This is an optimization exercise on Yosys and OpenROAD, whose aim is small area and a short achievable clock period, not a production implementation. The RTL was checked by simulation tests, not by an equivalence proof against the original design. Power and IR drop assume default switching activity.

==> inputs of run R <==
==> flow/design.v <==
`default_nettype none
package rv_exec_pkg;
  typedef logic [31:0] xlen_t;
  typedef logic [4:0]  reg_addr_t;
  typedef struct packed {
    logic [6:0] funct7;
    reg_addr_t  rs2;
    reg_addr_t  rs1;
    logic [2:0] funct3;
    reg_addr_t  rd;
    logic [6:0] opcode;
  } instr_r_t;
  typedef struct packed {
    logic [11:0] imm;
    reg_addr_t   rs1;
    logic [2:0]  funct3;
    reg_addr_t   rd;
    logic [6:0]  opcode;
  } instr_i_t;
  typedef union packed {
    instr_r_t r;
    instr_i_t i;
  } instr_u;
  localparam logic [6:0] OPC_OP     = 7'b0110011;
  localparam logic [6:0] OPC_OP_IMM = 7'b0010011;
  localparam logic [2:0] F3_ADD  = 3'b000;
  localparam logic [2:0] F3_SLL  = 3'b001;
  localparam logic [2:0] F3_SLT  = 3'b010;
  localparam logic [2:0] F3_SLTU = 3'b011;
  localparam logic [2:0] F3_XOR  = 3'b100;
  localparam logic [2:0] F3_SR   = 3'b101;
  localparam logic [2:0] F3_OR   = 3'b110;
  localparam logic [2:0] F3_AND  = 3'b111;
  typedef enum logic [3:0] {
    ALU_ADD,
    ALU_SUB,
    ALU_SLL,
    ALU_SLT,
    ALU_SLTU,
    ALU_XOR,
    ALU_SRL,
    ALU_SRA,
    ALU_OR,
    ALU_AND
  } alu_op_e;
  typedef struct packed {
    alu_op_e   alu_op;
    reg_addr_t rs1;
    reg_addr_t rs2;
    reg_addr_t rd;
    logic      use_imm;
    xlen_t     imm;
    logic      write_en;
  } exec_op_t;
  typedef struct packed {
    logic      we;
    reg_addr_t rd;
    xlen_t     data;
  } wb_t;
endpackage
`default_nettype wire
`timescale 1ns/10ps
`default_nettype none
module rf_aoi222 (
  input  logic s0, d0, s1, d1, s2, d2,
  output logic y_n
);
  assign y_n = ~((s0 & d0) | (s1 & d1) | (s2 & d2));
endmodule
module rf_join11 (
  input  logic [10:0] a_n,
  output logic        y_n
);
  assign y_n = ~(~(&a_n[3:0]) | ~(&a_n[7:4]) | ~(&a_n[10:8]));
endmodule
module rf_read_bit (
  input  logic [32:0] s,
  input  logic [32:0] d,
  output logic        y_n
);
  logic [10:0] t_n;
  for (genvar k = 0; k < 11; k++) begin : g_grp
    rf_aoi222 u_aoi (
      .s0(s[3*k]),   .d0(d[3*k]),
      .s1(s[3*k+1]), .d1(d[3*k+1]),
      .s2(s[3*k+2]), .d2(d[3*k+2]),
      .y_n(t_n[k])
    );
  end
  rf_join11 u_join (.a_n(t_n), .y_n(y_n));
endmodule
`default_nettype wire
`timescale 1ns/10ps
`default_nettype none
module exu_ks_cell (
  input  logic g_hi, p_hi, g_lo, p_lo,
  output logic g_o, p_o
);
  assign g_o = g_hi | (p_hi & g_lo);
  assign p_o = p_hi & p_lo;
endmodule
module exu_ks_gcell (
  input  logic g_hi, p_hi, g_lo,
  output logic g_o
);
  assign g_o = g_hi | (p_hi & g_lo);
endmodule
module exu_sh_bit_n (
  input  logic k, l, r,
  input  logic d, d_lo, d_hi,
  output logic y_n
);
  assign y_n = ~((k & d) | (l & d_lo) | (r & d_hi));
endmodule
module exu_result (
  input  logic [31:0] v_i,       
  input  logic [31:0] c_i,       
  input  logic        cout_i,    
  input  logic        g31_i,     
  input  logic        sum_i,     
  input  logic        slt_i,     
  input  logic        sltu_i,    
  output logic [31:0] y_o
);
  logic [31:0] sum;
  logic        lt, ltu;
  assign sum = v_i ^ c_i;
  assign ltu = ~cout_i;
  assign lt  = v_i[31] ? sum[31] : g31_i;
  assign y_o = ({32{sum_i}} & sum) | {31'd0, (slt_i & lt) | (sltu_i & ltu)};
endmodule
`default_nettype wire
`timescale 1ns/10ps
`default_nettype none
module int_exec_unit (
  input  logic                   clk_i,
  input  logic                   rst_n_i,
  input  logic                   instr_valid_i,
  input  rv_exec_pkg::instr_u    instr_i,
  output logic                   result_valid_o,
  output rv_exec_pkg::reg_addr_t result_rd_o,
  output rv_exec_pkg::xlen_t     result_o,
  output logic                   illegal_o
);
  localparam int LA = 2;
  logic [6:0] opcode;
  logic [2:0] f3;
  logic [6:0] f7;
  logic [4:0] rs1, rs2, rd;
  logic       is_op, is_imm, legal, take;
  assign opcode = instr_i[6:0];
  assign f3     = instr_i[14:12];
  assign f7     = instr_i[31:25];
  assign rs1    = instr_i[19:15];
  assign rs2    = instr_i[24:20];
  assign rd     = instr_i[11:7];
  assign is_op  = (opcode == 7'b0110011);
  assign is_imm = (opcode == 7'b0010011);
  always_comb begin
    legal = 1'b0;
    if (is_op) begin
      legal = (f7 == 7'h00) || ((f7 == 7'h20) && (f3 == 3'd0 || f3 == 3'd5));
    end else if (is_imm) begin
      case (f3)
        3'd1:    legal = (f7 == 7'h00);
        3'd5:    legal = (f7 == 7'h00) || (f7 == 7'h20);
        default: legal = 1'b1;
      endcase
    end
  end
  assign take = instr_valid_i & legal;
  logic use_rs2;
  assign use_rs2 = instr_i[5];
  logic arith, inv, is_sll, is_sr;
  assign arith  = (f3 == 3'd0) | (f3 == 3'd2) | (f3 == 3'd3);
  assign inv    = ((f3 == 3'd0) & use_rs2 & instr_i[30]) | (f3 == 3'd2) | (f3 == 3'd3);
  assign is_sll = (f3 == 3'd1);
  assign is_sr  = (f3 == 3'd5);
  logic        valid_q;      
  logic [4:0]  rd_q;         
  logic        illegal_q;
  logic [31:0] res;          
  logic [31:0] rf [1:31];
  logic [31:1] stale, sel1, sel2;
  logic        f1, f2;
  always_comb begin
    for (int i = 1; i < 32; i++) begin
      stale[i] = valid_q & (rd_q == 5'(i));
      sel1[i]  = (rs1 == 5'(i)) & ~stale[i];
      sel2[i]  = (rs2 == 5'(i)) & ~stale[i] & use_rs2;
    end
  end
  assign f1 = valid_q & (rd_q == rs1) & (rs1 != 5'd0);
  assign f2 = valid_q & (rd_q == rs2) & (rs2 != 5'd0) & use_rs2;
  logic [31:0] imm;
  assign imm = {{20{instr_i[31]}}, instr_i[31:20]};
  logic [31:0] x1, x2, x1_n, x2_n;
  for (genvar b = 0; b < 32; b++) begin : g_rd
    logic [32:0] s1v, d1v, s2v, d2v;
    always_comb begin
      s1v = '0; d1v = '0; s2v = '0; d2v = '0;
      for (int i = 1; i < 32; i++) begin
        s1v[i] = sel1[i];
        d1v[i] = rf[i][b];
        s2v[i] = sel2[i];
        d2v[i] = rf[i][b];
      end
      s1v[0]  = f1;
      d1v[0]  = res[b];
      s2v[0]  = ~use_rs2;
      d2v[0]  = imm[b];
      s2v[32] = f2;
      d2v[32] = res[b];
    end
    rf_read_bit u_r1 (.s(s1v), .d(d1v), .y_n(x1_n[b]));
    rf_read_bit u_r2 (.s(s2v), .d(d2v), .y_n(x2_n[b]));
  end
  assign x1 = ~x1_n;
  assign x2 = ~x2_n;
  logic [31:0] x2i, ar, s0, s1, t, t_rev;
  logic        fill;
  assign x2i = x2 ^ {32{inv}};
  always_comb begin
    for (int i = 0; i < 32; i++) ar[i] = is_sll ? x1[31-i] : x1[i];
  end
  assign fill = is_sr & instr_i[30] & x1[31];
  assign s0 = x2[0] ? {fill, ar[31:1]}      : ar;
  assign s1 = x2[1] ? {{2{fill}}, s0[31:2]} : s0;
  assign t  = x2[2] ? {{4{fill}}, s1[31:4]} : s1;
  always_comb begin
    for (int i = 0; i < 32; i++) t_rev[i] = t[31-i];
  end
  logic d_sum, d_and, d_or;
  assign d_sum = arith | (f3 == 3'd4);      
  assign d_and = (f3 == 3'd7);
  assign d_or  = (f3 == 3'd6);
  logic [31:0] opv, p_d;
  assign opv = ({32{d_sum}}  & (x1 ^ x2i))
             | ({32{d_and}}  & (x1 & x2))
             | ({32{d_or}}   & (x1 | x2))
             | ({32{is_sll}} & t_rev)
             | ({32{is_sr}}  & t);
  assign p_d = take ? opv : res;
  logic [31:0] ga [0:LA];
  logic [31:0] pa [0:LA];
  assign pa[0] = x1 ^ x2i;
  always_comb begin
    ga[0]    = x1 & x2i;
    ga[0][0] = (x1[0] & x2i[0]) | ((x1[0] ^ x2i[0]) & inv);
  end
  for (genvar l = 0; l < LA; l++) begin : g_ksa
    for (genvar i = 0; i < 32; i++) begin : g_bit
      if (i >= (2 << l)) begin : g_cell
        exu_ks_cell u_c (
          .g_hi (ga[l][i]), .p_hi (pa[l][i]),
          .g_lo (ga[l][i - (1 << l)]), .p_lo (pa[l][i - (1 << l)]),
          .g_o (ga[l+1][i]), .p_o (pa[l+1][i])
        );
      end else if (i >= (1 << l)) begin : g_gcell
        exu_ks_gcell u_c (
          .g_hi (ga[l][i]), .p_hi (pa[l][i]), .g_lo (ga[l][i - (1 << l)]),
          .g_o (ga[l+1][i])
        );
        assign pa[l+1][i] = 1'b0;
      end else begin : g_pass
        assign ga[l+1][i] = ga[l][i];
        assign pa[l+1][i] = pa[l][i];
      end
    end
  end
  logic do_add;
  assign do_add = take & arith;
  logic [31:0] p_q;          
  logic [31:0] gl_q, pl_q;   
  logic        cin_q;
  logic        sum_q, slt_q, sltu_q;    
  logic        k3_q, l3_q, r3_q, k4_q, l4_q, r4_q, fill_q, fill_n_q;
  always_ff @(posedge clk_i or negedge rst_n_i) begin
    if (!rst_n_i) begin
      valid_q   <= 1'b0;
      illegal_q <= 1'b0;
      rd_q      <= '0;
      sum_q     <= 1'b0;
      slt_q     <= 1'b0;
      sltu_q    <= 1'b0;
    end else begin
      valid_q   <= take;
      illegal_q <= instr_valid_i & ~legal;
      if (take) rd_q <= rd;
      sum_q     <= ~(take & ((f3 == 3'd2) | (f3 == 3'd3)));
      slt_q     <= take & (f3 == 3'd2);
      sltu_q    <= take & (f3 == 3'd3);
    end
  end
  always_ff @(posedge clk_i) begin
    p_q    <= p_d;
    gl_q   <= ga[LA] & {32{do_add}};
    pl_q   <= pa[LA];
    cin_q  <= do_add & inv;
    k3_q   <= ~(take & (is_sll | is_sr) & x2[3]);
    l3_q   <= take & is_sll & x2[3];
    r3_q   <= take & is_sr & x2[3];
    k4_q   <= ~(take & (is_sll | is_sr) & x2[4]);
    l4_q   <= take & is_sll & x2[4];
    r4_q   <= take & is_sr & x2[4];
    fill_q <= fill;
    fill_n_q <= ~fill;
  end
  logic [31:0] u3_n, u4;
  for (genvar i = 0; i < 32; i++) begin : g_sh
    exu_sh_bit_n u_s3 (
      .k (k3_q), .l (l3_q), .r (r3_q),
      .d (p_q[i]),
      .d_lo ((i >= 8)  ? p_q[(i >= 8) ? i - 8 : 0] : 1'b0),
      .d_hi ((i < 24)  ? p_q[(i < 24) ? i + 8 : 0] : fill_q),
      .y_n (u3_n[i])
    );
  end
  for (genvar i = 0; i < 32; i++) begin : g_sh4
    exu_sh_bit_n u_s4 (
      .k (k4_q), .l (l4_q), .r (r4_q),
      .d (u3_n[i]),
      .d_lo ((i >= 16) ? u3_n[(i >= 16) ? i - 16 : 0] : 1'b1),
      .d_hi ((i < 16)  ? u3_n[(i < 16) ? i + 16 : 0] : fill_n_q),
      .y_n (u4[i])
    );
  end
  logic [31:0] gb [LA:5];
  logic [31:0] pb [LA:5];
  assign gb[LA] = gl_q;
  assign pb[LA] = pl_q;
  for (genvar l = LA; l < 5; l++) begin : g_ksb
    for (genvar i = 0; i < 32; i++) begin : g_bit
      if (i >= (2 << l)) begin : g_cell
        exu_ks_cell u_c (
          .g_hi (gb[l][i]), .p_hi (pb[l][i]),
          .g_lo (gb[l][i - (1 << l)]), .p_lo (pb[l][i - (1 << l)]),
          .g_o (gb[l+1][i]), .p_o (pb[l+1][i])
        );
      end else if (i >= (1 << l)) begin : g_gcell
        exu_ks_gcell u_c (
          .g_hi (gb[l][i]), .p_hi (pb[l][i]), .g_lo (gb[l][i - (1 << l)]),
          .g_o (gb[l+1][i])
        );
        assign pb[l+1][i] = 1'b0;
      end else begin : g_pass
        assign gb[l+1][i] = gb[l][i];
        assign pb[l+1][i] = pb[l][i];
      end
    end
  end
  logic [31:0] carry;
  assign carry = {gb[5][30:0], cin_q};
  exu_result u_res_out (
    .v_i (u4), .c_i (carry), .cout_i (gb[5][31]), .g31_i (gl_q[31]),
    .sum_i (sum_q), .slt_i (slt_q), .sltu_i (sltu_q),
    .y_o (result_o)
  );
  exu_result u_res_int (
    .v_i (u4), .c_i (carry), .cout_i (gb[5][31]), .g31_i (gl_q[31]),
    .sum_i (sum_q), .slt_i (slt_q), .sltu_i (sltu_q),
    .y_o (res)
  );
  always_ff @(posedge clk_i) begin
    for (int i = 1; i < 32; i++) begin
      if (stale[i]) rf[i] <= res;
    end
  end
  assign result_valid_o = valid_q;
  assign result_rd_o    = rd_q;
  assign illegal_o      = illegal_q;
endmodule
`default_nettype wire
==> flow/flow/run.sh <==
#!/bin/bash
# The standard layout (the standard.sh, unchanged synthesis and steps),
# with the port buffers made from sky130_fd_sc_hd__buf_4 instead of the
# delay-buffer cell buffer_ports picks by default. Every input and output
# port still gets its own buffer.
set -euo pipefail
bash standard.sh "BUFFER_PORTS_ARGS=-buffer_cell sky130_fd_sc_hd__buf_4" finish > flow_make.log 2>&1
==> flow/standard.sh <==
#!/bin/bash
# synth_recipe.tcl (not shown) runs the flow's synth.tcl, then flattens the netlist and writes it again
# the make line also repeats each setting of config.mk as NAME=value (left out here)
make -C /OpenROAD-flow-scripts/flow DESIGN_CONFIG=/design/flow/config.mk WORK_HOME=/design/flow/orfs CLKGATE_MAP_FILE= SYNTH_SCRIPT=/design/flow/synth_recipe.tcl "${@:-finish}"
==> flow/config.mk <==
export PLATFORM = sky130hd
export DESIGN_NAME = int_exec_unit
export DESIGN_NICKNAME = int_exec_unit
export VERILOG_FILES = /design/flow/design.v
export SDC_FILE = /design/flow/constraint.sdc
export NUM_CORES = 4
export LEC_CHECK = 0
export CAP_MARGIN = 20
export CORE_MARGIN = 2
export CORE_UTILIZATION = 55
export SETUP_SLACK_MARGIN = 4.0
export SLEW_MARGIN = 20
export SYNTH_HIERARCHICAL = 1
export TNS_END_PERCENT = 5
==> flow/constraint.sdc <==
create_clock -name core_clock -period 9.0 [get_ports {clk_i}]
set_input_delay 1.8000 -clock core_clock [delete_from_list [all_inputs] [get_ports {clk_i}]]
set_output_delay 1.8000 -clock core_clock [all_outputs]
set_load 0.01 [all_outputs]
==> inputs of run Z, as changes to run R <==
--- a/flow/design.v
+++ b/flow/design.v
@@ -169,11 +169,9 @@
     end
   end
   assign take = instr_valid_i & legal;
-  logic use_rs2;
-  assign use_rs2 = instr_i[5];
   logic arith, inv, is_sll, is_sr;
   assign arith  = (f3 == 3'd0) | (f3 == 3'd2) | (f3 == 3'd3);
-  assign inv    = ((f3 == 3'd0) & use_rs2 & instr_i[30]) | (f3 == 3'd2) | (f3 == 3'd3);
+  assign inv    = ((f3 == 3'd0) & is_op & instr_i[30]) | (f3 == 3'd2) | (f3 == 3'd3);
   assign is_sll = (f3 == 3'd1);
   assign is_sr  = (f3 == 3'd5);
   logic        valid_q;      
@@ -187,11 +185,11 @@
     for (int i = 1; i < 32; i++) begin
       stale[i] = valid_q & (rd_q == 5'(i));
       sel1[i]  = (rs1 == 5'(i)) & ~stale[i];
-      sel2[i]  = (rs2 == 5'(i)) & ~stale[i] & use_rs2;
+      sel2[i]  = (rs2 == 5'(i)) & ~stale[i] & is_op;
     end
   end
   assign f1 = valid_q & (rd_q == rs1) & (rs1 != 5'd0);
-  assign f2 = valid_q & (rd_q == rs2) & (rs2 != 5'd0) & use_rs2;
+  assign f2 = valid_q & (rd_q == rs2) & (rs2 != 5'd0) & is_op;
   logic [31:0] imm;
   assign imm = {{20{instr_i[31]}}, instr_i[31:20]};
   logic [31:0] x1, x2, x1_n, x2_n;
@@ -207,7 +205,7 @@
       end
       s1v[0]  = f1;
       d1v[0]  = res[b];
-      s2v[0]  = ~use_rs2;
+      s2v[0]  = is_imm;
       d2v[0]  = imm[b];
       s2v[32] = f2;
       d2v[32] = res[b];
==> flow/run.sh (new file) <==
#!/bin/bash
# synth_recipe.tcl (not shown) runs the flow's synth.tcl, then flattens the netlist and writes it again
# the make line also repeats each setting of config.mk as NAME=value (left out here)
make -C /OpenROAD-flow-scripts/flow DESIGN_CONFIG=/design/flow/config.mk WORK_HOME=/design/flow/orfs CLKGATE_MAP_FILE= SYNTH_SCRIPT=/design/flow/synth_recipe.tcl finish
removed: flow/flow/run.sh
removed: flow/standard.sh
==> inputs of run B, as changes to run R <==
==> flow/design.v, changed modules only <==
module rf_onehot (
  input  logic [4:0]  a,
  input  logic        en,
  output logic [31:1] y
);
  always_comb begin
    for (int i = 1; i < 32; i++) y[i] = en & (a == 5'(i));
  end
endmodule
module rf_sel (
  input  logic [4:0]  a,
  input  logic        en,
  input  logic [31:1] mask,
  output logic [31:1] y
);
  always_comb begin
    for (int i = 1; i < 32; i++) y[i] = en & (a == 5'(i)) & ~mask[i];
  end
endmodule
module rf_match (
  input  logic [4:0] a, b,
  input  logic       en,
  output logic       y
);
  assign y = en & (a == b);
endmodule
module exu_xor2 (
  input  logic a, b,
  output logic y
);
  assign y = a ^ b;
endmodule
module exu_sel6 (
  input  logic [5:0] s,
  input  logic [5:0] d,
  output logic       y
);
  assign y = |(s & d);
endmodule
module exu_result (
  input  logic [31:0] v_i,       
  input  logic [31:0] c_i,       
  input  logic        cout_i,    
  input  logic        g31_i,     
  input  logic        p31_i,     
  input  logic        sum_i,     
  input  logic        slt_i,     
  input  logic        sltu_i,    
  output logic [31:0] y_o
);
  logic [31:0] sum;
  logic        lt, ltu;
  assign sum = v_i ^ c_i;
  assign ltu = ~cout_i;
  assign lt  = p31_i ? sum[31] : g31_i;
  assign y_o = ({32{sum_i}} & sum) | {31'd0, (slt_i & lt) | (sltu_i & ltu)};
endmodule
module int_exec_unit (
  input  logic                   clk_i,
  input  logic                   rst_n_i,
  input  logic                   instr_valid_i,
  input  rv_exec_pkg::instr_u    instr_i,
  output logic                   result_valid_o,
  output rv_exec_pkg::reg_addr_t result_rd_o,
  output rv_exec_pkg::xlen_t     result_o,
  output logic                   illegal_o
);
  localparam int LA = 2;
  logic [6:0] opcode;
  logic [2:0] f3;
  logic [6:0] f7;
  logic [4:0] rs1, rs2, rd;
  logic       is_op, is_imm, legal, take;
  assign opcode = instr_i[6:0];
  assign f3     = instr_i[14:12];
  assign f7     = instr_i[31:25];
  assign rs1    = instr_i[19:15];
  assign rs2    = instr_i[24:20];
  assign rd     = instr_i[11:7];
  assign is_op  = (opcode == 7'b0110011);
  assign is_imm = (opcode == 7'b0010011);
  always_comb begin
    legal = 1'b0;
    if (is_op) begin
      legal = (f7 == 7'h00) || ((f7 == 7'h20) && (f3 == 3'd0 || f3 == 3'd5));
    end else if (is_imm) begin
      case (f3)
        3'd1:    legal = (f7 == 7'h00);
        3'd5:    legal = (f7 == 7'h00) || (f7 == 7'h20);
        default: legal = 1'b1;
      endcase
    end
  end
  assign take = instr_valid_i & legal;
  logic use_rs2;
  assign use_rs2 = instr_i[5];
  logic arith, inv, is_sll, is_sr;
  assign arith  = (f3 == 3'd0) | (f3 == 3'd2) | (f3 == 3'd3);
  assign inv    = ((f3 == 3'd0) & use_rs2 & instr_i[30]) | (f3 == 3'd2) | (f3 == 3'd3);
  assign is_sll = (f3 == 3'd1);
  assign is_sr  = (f3 == 3'd5);
  logic        valid_q;      
  logic        wnz_q;        
  logic [4:0]  rd_q;         
  logic        illegal_q;
  logic [31:0] res;          
  logic [31:0] rf [1:31];
  logic [31:1] stale, stale_rd, sel1, sel2;
  logic        f1, f2;
  rf_onehot u_dec_st  (.a (rd_q), .en (valid_q), .y (stale_rd));
  rf_onehot u_dec_wr  (.a (rd_q), .en (valid_q), .y (stale));
  rf_sel u_sel1 (.a (rs1), .en (1'b1),    .mask (stale_rd), .y (sel1));
  rf_sel u_sel2 (.a (rs2), .en (use_rs2), .mask (stale_rd), .y (sel2));
  rf_match u_m1 (.a (rs1), .b (rd_q), .en (wnz_q),           .y (f1));
  rf_match u_m2 (.a (rs2), .b (rd_q), .en (wnz_q & use_rs2), .y (f2));
  logic [31:0] imm;
  assign imm = {{20{instr_i[31]}}, instr_i[31:20]};
  logic [31:0] x1, x2, x1_n, x2_n;
  for (genvar b = 0; b < 32; b++) begin : g_rd
    logic [32:0] s1v, d1v, s2v, d2v;
    always_comb begin
      s1v = '0; d1v = '0; s2v = '0; d2v = '0;
      for (int i = 1; i < 32; i++) begin
        s1v[i] = sel1[i];
        d1v[i] = rf[i][b];
        s2v[i] = sel2[i];
        d2v[i] = rf[i][b];
      end
      s1v[0]  = f1;
      d1v[0]  = res[b];
      s2v[0]  = ~use_rs2;
      d2v[0]  = imm[b];
      s2v[32] = f2;
      d2v[32] = res[b];
    end
    rf_read_bit u_r1 (.s(s1v), .d(d1v), .y_n(x1_n[b]));
    rf_read_bit u_r2 (.s(s2v), .d(d2v), .y_n(x2_n[b]));
  end
  assign x1 = ~x1_n;
  assign x2 = ~x2_n;
  logic [31:0] x2i, ar, s0, s1, t, t_rev;
  logic        fill;
  assign x2i = x2 ^ {32{inv}};
  always_comb begin
    for (int i = 0; i < 32; i++) ar[i] = is_sll ? x1[31-i] : x1[i];
  end
  assign fill = is_sr & instr_i[30] & x1[31];
  assign s0 = x2[0] ? {fill, ar[31:1]}      : ar;
  assign s1 = x2[1] ? {{2{fill}}, s0[31:2]} : s0;
  assign t  = x2[2] ? {{4{fill}}, s1[31:4]} : s1;
  always_comb begin
    for (int i = 0; i < 32; i++) t_rev[i] = t[31-i];
  end
  logic d_sum, d_and, d_or;
  assign d_sum = arith | (f3 == 3'd4);      
  assign d_and = (f3 == 3'd7);
  assign d_or  = (f3 == 3'd6);
  logic [31:0] xs, p_d;
  logic [5:0]  psel;
  assign psel = {~take, take & is_sr, take & is_sll, take & d_or, take & d_and, take & d_sum};
  for (genvar i = 0; i < 32; i++) begin : g_p
    exu_xor2 u_x (.a (x1[i]), .b (x2i[i]), .y (xs[i]));
    exu_sel6 u_s (
      .s (psel),
      .d ({res[i], t[i], t_rev[i], x1[i] | x2[i], x1[i] & x2[i], xs[i]}),
      .y (p_d[i])
    );
  end
  logic [31:0] ga [0:LA];
  logic [31:0] pa [0:LA];
  assign pa[0] = xs;
  always_comb begin
    ga[0]    = x1 & x2i;
    ga[0][0] = (x1[0] & x2i[0]) | ((x1[0] ^ x2i[0]) & inv);
  end
  for (genvar l = 0; l < LA; l++) begin : g_ksa
    for (genvar i = 0; i < 32; i++) begin : g_bit
      if (i >= (2 << l)) begin : g_cell
        exu_ks_cell u_c (
          .g_hi (ga[l][i]), .p_hi (pa[l][i]),
          .g_lo (ga[l][i - (1 << l)]), .p_lo (pa[l][i - (1 << l)]),
          .g_o (ga[l+1][i]), .p_o (pa[l+1][i])
        );
      end else if (i >= (1 << l)) begin : g_gcell
        exu_ks_gcell u_c (
          .g_hi (ga[l][i]), .p_hi (pa[l][i]), .g_lo (ga[l][i - (1 << l)]),
          .g_o (ga[l+1][i])
        );
        assign pa[l+1][i] = 1'b0;
      end else begin : g_pass
        assign ga[l+1][i] = ga[l][i];
        assign pa[l+1][i] = pa[l][i];
      end
    end
  end
  logic do_add;
  assign do_add = take & arith;
  logic [31:0] p_q;          
  logic [31:0] gl_q, pl_q;   
  logic        cin_q;
  logic        sum_q, slt_q, sltu_q;    
  logic        k3_q, l3_q, r3_q, k4_q, l4_q, r4_q, fill_q, fill_n_q;
  always_ff @(posedge clk_i or negedge rst_n_i) begin
    if (!rst_n_i) begin
      valid_q   <= 1'b0;
      wnz_q     <= 1'b0;
      illegal_q <= 1'b0;
      rd_q      <= '0;
      sum_q     <= 1'b0;
      slt_q     <= 1'b0;
      sltu_q    <= 1'b0;
    end else begin
      valid_q   <= take;
      wnz_q     <= take & (rd != 5'd0);
      illegal_q <= instr_valid_i & ~legal;
      if (take) rd_q <= rd;
      sum_q     <= ~(take & ((f3 == 3'd2) | (f3 == 3'd3)));
      slt_q     <= take & (f3 == 3'd2);
      sltu_q    <= take & (f3 == 3'd3);
    end
  end
  always_ff @(posedge clk_i) begin
    p_q    <= p_d;
    gl_q   <= ga[LA] & {32{do_add}};
    pl_q   <= pa[LA];
    cin_q  <= do_add & inv;
    k3_q   <= ~(take & (is_sll | is_sr) & x2[3]);
    l3_q   <= take & is_sll & x2[3];
    r3_q   <= take & is_sr & x2[3];
    k4_q   <= ~(take & (is_sll | is_sr) & x2[4]);
    l4_q   <= take & is_sll & x2[4];
    r4_q   <= take & is_sr & x2[4];
    fill_q <= fill;
    fill_n_q <= ~fill;
  end
  logic [31:0] u3_n;
  for (genvar i = 0; i < 32; i++) begin : g_sh
    exu_sh_bit_n u_s3 (
      .k (k3_q), .l (l3_q), .r (r3_q),
      .d (p_q[i]),
      .d_lo ((i >= 8)  ? p_q[(i >= 8) ? i - 8 : 0] : 1'b0),
      .d_hi ((i < 24)  ? p_q[(i < 24) ? i + 8 : 0] : fill_q),
      .y_n (u3_n[i])
    );
  end
  logic [31:0] u4, u4i;
  for (genvar i = 0; i < 32; i++) begin : g_sh4
    exu_sh_bit_n u_s4 (
      .k (k4_q), .l (l4_q), .r (r4_q),
      .d (u3_n[i]),
      .d_lo ((i >= 16) ? u3_n[(i >= 16) ? i - 16 : 0] : 1'b1),
      .d_hi ((i < 16)  ? u3_n[(i < 16) ? i + 16 : 0] : fill_n_q),
      .y_n (u4[i])
    );
    exu_sh_bit_n u_s4i (
      .k (k4_q), .l (l4_q), .r (r4_q),
      .d (u3_n[i]),
      .d_lo ((i >= 16) ? u3_n[(i >= 16) ? i - 16 : 0] : 1'b1),
      .d_hi ((i < 16)  ? u3_n[(i < 16) ? i + 16 : 0] : fill_n_q),
      .y_n (u4i[i])
    );
  end
  logic [31:0] gb [LA:5];
  logic [31:0] pb [LA:5];
  assign gb[LA] = gl_q;
  assign pb[LA] = pl_q;
  for (genvar l = LA; l < 5; l++) begin : g_ksb
    for (genvar i = 0; i < 32; i++) begin : g_bit
      if (i >= (2 << l)) begin : g_cell
        exu_ks_cell u_c (
          .g_hi (gb[l][i]), .p_hi (pb[l][i]),
          .g_lo (gb[l][i - (1 << l)]), .p_lo (pb[l][i - (1 << l)]),
          .g_o (gb[l+1][i]), .p_o (pb[l+1][i])
        );
      end else if (i >= (1 << l)) begin : g_gcell
        exu_ks_gcell u_c (
          .g_hi (gb[l][i]), .p_hi (pb[l][i]), .g_lo (gb[l][i - (1 << l)]),
          .g_o (gb[l+1][i])
        );
        assign pb[l+1][i] = 1'b0;
      end else begin : g_pass
        assign gb[l+1][i] = gb[l][i];
        assign pb[l+1][i] = pb[l][i];
      end
    end
  end
  logic [31:0] carry;
  assign carry = {gb[5][30:0], cin_q};
  exu_result u_res_out (
    .v_i (u4), .c_i (carry), .cout_i (gb[5][31]), .g31_i (gl_q[31]), .p31_i (p_q[31]),
    .sum_i (sum_q), .slt_i (slt_q), .sltu_i (sltu_q),
    .y_o (result_o)
  );
  exu_result u_res_int (
    .v_i (u4i), .c_i (carry), .cout_i (gb[5][31]), .g31_i (gl_q[31]), .p31_i (p_q[31]),
    .sum_i (sum_q), .slt_i (slt_q), .sltu_i (sltu_q),
    .y_o (res)
  );
  always_ff @(posedge clk_i) begin
    for (int i = 1; i < 32; i++) begin
      if (stale[i]) rf[i] <= res;
    end
  end
  assign result_valid_o = valid_q;
  assign result_rd_o    = rd_q;
  assign illegal_o      = illegal_q;
endmodule
Settings changed: CTS_CLUSTER_DIAMETER set to 100, CTS_CLUSTER_SIZE set to 20, SETUP_SLACK_MARGIN 4.0 to 5.0.
==> impl_results.md <==
* Area of the multi-input gates at slightly below 20,000 sq um
* Hold slack at between 800 and 900 ps
* Crit-path max FO at 8
* Outcome: complete, no violations
The numbers above come from run B.

==> impl_results.md <==
* Port bufs at between 70 and 80
* Max reg flops at 992
* Area of the multi-input gates at 19,000 sq um
* GRT met3 Usage at 15.3%
* Starting density of the core at a little under three fifths
* Flop pwr share at a little under half
* Grt total ovfl at 0
* Final Hold Viols at 0
* Outcome: complete, no violations
The numbers above come from run R.

==> impl_results.md <==
* Die height at 304 um
* Outcome: complete, no violations
* Crit-path max FO at 12
* Hold slack at 669 ps
* Area of the multi-input gates at 18,700 sq um
The numbers above come from run Z.

## separate check: timing with driven ports
The flow's constraints put no driver on any port. The routed layouts listed below were extracted and timed again, unchanged, in two steps. Step 1 assumes that a clkbuf_16 drives the clock port and a buf_2 every other input. Step 2 adds t to the input delays and takes it off the output delays; t is the mean of the earliest and latest rising clock arrival at the registers after step 1. Input paths then give back, and output paths get back, about the clock's delay inside the block. Three values: ideal ports, drivers, drivers and shift; two values: the first two.
run | shift t [ns] | slack for setup (ns) | worst slew at a driven data input, ns
run R | 0.780 | 3.869 / 3.869 / 3.107 | 0.11
run Z | 0.778 | 3.568 / 3.600 / 2.821 | 0.10
run B | 0.733 | 4.190 / 4.171 / 3.438 | 0.14
After both steps every run listed still meets setup and hold. For run R, which loses most, drivers alone change the setup slack by 0.000 ns; drivers and shift together by -0.762 ns.
